Background: an optimization exercise with open tools, aiming at small area and few clock cycles per item. Do not read the settings as production practice. The RTL was checked by simulation tests, not by an equivalence proof against the original design. No driver is modelled on the clock port, so clocking that relies on it looks cheaper here than on a real chip. Power figures rest on the tool's default switching activity, not on a simulated workload.

run A:
Design fp_add_top, start of the top module:
module fp_add_top #(
    parameter int OUT_DEPTH    = 7,      
    parameter int DOWN_CREDITS = 4
) (
    input  logic                 i_clk,
    input  logic                 i_rst_n,
    input  logic                 i_valid,
    input  fp_add_pkg::fp_word_t i_fp1,
    input  fp_add_pkg::fp_word_t i_fp2,
    input  logic                 i_credit,
    output logic                 o_in_credit,
    output logic                 o_valid,
    output fp_add_pkg::fp_word_t o_fp
);
clock: 6.0 ns
lec_check: 0
cap_margin: 20
core_margin: 2
core_utilization: 40
slew_margin: 20
run.sh (not shown) runs the stock make flow with config.mk's settings and CLKGATE_MAP_FILE= SYNTH_SCRIPT=/design/flow/synth_recipe.tcl, a recipe that flattens the netlist after the stock synthesis.
Testbench counts of run A, summed over its fixed seeds: cycles 8,016, items 8,000.
Inputs modified between run A and run B:
==> flow/flow/run.sh (new file) <==
#!/bin/bash
# The standard layout, with two changes to how it is made:
#  - each port still gets its own buffer, but a plain sky130 buf_1 instead of
#    the delay-cell buffer buffer_ports picks by default; the resizer upsizes
#    any that timing needs;
#  - after global-route repair, non-critical gates are downsized
#    (repair_timing -recover_power), which keeps setup slack at or above 0.
# Everything else, from the standard synthesis to the final DEF, is standard.sh.
set -euo pipefail
export BUFFER_PORTS_ARGS="-buffer_cell sky130_fd_sc_hd__buf_1"
export RECOVER_POWER=100
bash standard.sh > standard_flow.log 2>&1
==> flow/standard.sh (new file) <==
#!/bin/bash
# synth_recipe.tcl (not shown) runs the flow's synth.tcl, then flattens the netlist and writes it again
# the make line also repeats each setting of config.mk as NAME=value (left out here)
make -C /OpenROAD-flow-scripts/flow DESIGN_CONFIG=/design/flow/config.mk WORK_HOME=/design/flow/orfs CLKGATE_MAP_FILE= SYNTH_SCRIPT=/design/flow/synth_recipe.tcl "${@:-finish}"
diff --git a/flow/config.mk b/flow/config.mk
--- a/flow/config.mk
+++ b/flow/config.mk
@@ -10,2 +10,3 @@
 export CORE_UTILIZATION = 40
+export GPL_TIMING_DRIVEN = 0
 export SLEW_MARGIN = 20
removed: flow/run.sh
==> summary.txt <==
- Run B finished all stages; layout check result: FAIL, due to max-capacitance violations, max-slew violations.
- The final layout from run A, which completed every stage, passed the timing, design-rule and antenna checks at the end of the flow.
- Run A → run B: logic gate share of total power fell 3.3 points; total detailed-routing wirelength went down by 670 um; post-route met1 wirelength went down; area of all placed cells without fillers moved down; delay of the slowest cell on the worst path lower.
diff inputs: run B => run C
==> flow/flow/run.sh <==
#!/bin/bash
# The standard layout (standard.sh: standard synthesis through to the final
# DEF), with two changes to how it is made:
#  - each port still gets its own buffer, but a plain buf_1 instead of the
#    delay-cell buffer buffer_ports picks by default; the resizer upsizes any
#    that timing or slew needs;
#  - after clock-tree synthesis and its timing repair, gates off the critical
#    paths are downsized (flow/post_cts.tcl); global-route repair then fixes
#    slew, capacitance and setup with routed parasitics as usual.
set -euo pipefail
here=$(pwd)
export BUFFER_PORTS_ARGS="-buffer_cell sky130_fd_sc_hd__buf_1"
export POST_CTS_TCL="$here/flow/post_cts.tcl"
bash standard.sh > standard_flow.log 2>&1
==> flow/flow/post_cts.tcl (new file) <==
# Downsize gates with setup slack to spare, then restore slew and capacitance
# limits and legalise the placement again.
log_cmd estimate_parasitics -placement
log_cmd repair_timing -recover_power 100 -verbose
log_cmd repair_design -cap_margin 20 -slew_margin 20 -verbose
log_cmd repair_timing -setup -verbose
set result [catch { detailed_placement } msg]
if { $result != 0 } {
  error "Detailed placement failed after recovery: $msg"
}
check_placement -verbose
diff --git a/flow/config.mk b/flow/config.mk
--- a/flow/config.mk
+++ b/flow/config.mk
@@ -10,2 +10,3 @@
 export CORE_UTILIZATION = 40
+export CTS_BUF_LIST = sky130_fd_sc_hd__clkbuf_4 sky130_fd_sc_hd__clkbuf_8
 export GPL_TIMING_DRIVEN = 0
==> comparison <==
First-iteration DRC count shrinks by more than 10% when moving from run B to run C. Clock group share of total power delta for run C relative to run B: 0.5 points lower. Run C completed; timing, DRC and antenna clean. Against run B as the reference, run C delivers a lower sequential share of layout area. In the metrics for run C and run B, the one carrying the higher global-route usage is run C.

## what the ideal ports hide
How much do the figures lean on ideal ports? The routed layouts below were timed once more, with nothing changed but the port constraints.
Step 1 assumes that a clkbuf_16 drives the clock port and a buf_2 every other input.
Step 2 times the ports against the registers' clock, not the clock port: input delays grow and output delays shrink by t, the midpoint of the rising clock arrivals with the driver on.
a / b / c = ideal / step 1 / step 2; a / b = the first two.
| run | t (ns) | setup slack, ns | clock arrival spread, ns | worst data-port slew with drivers (ns) |
|---|---|---|---|---|
| run A | 0.574 | 0.174 / 0.193 / -0.381 | 0.012 / 0.012 | 0.05 |
| run B | 0.575 | 0.205 / 0.214 / -0.361 | 0.023 / 0.023 | 0.05 |
| run C | 0.589 | 0.187 / 0.208 / -0.381 | 0.029 / 0.028 | 0.05 |
For run C, which loses most, drivers alone change the setup slack by +0.021 ns; drivers and shift together by -0.568 ns.
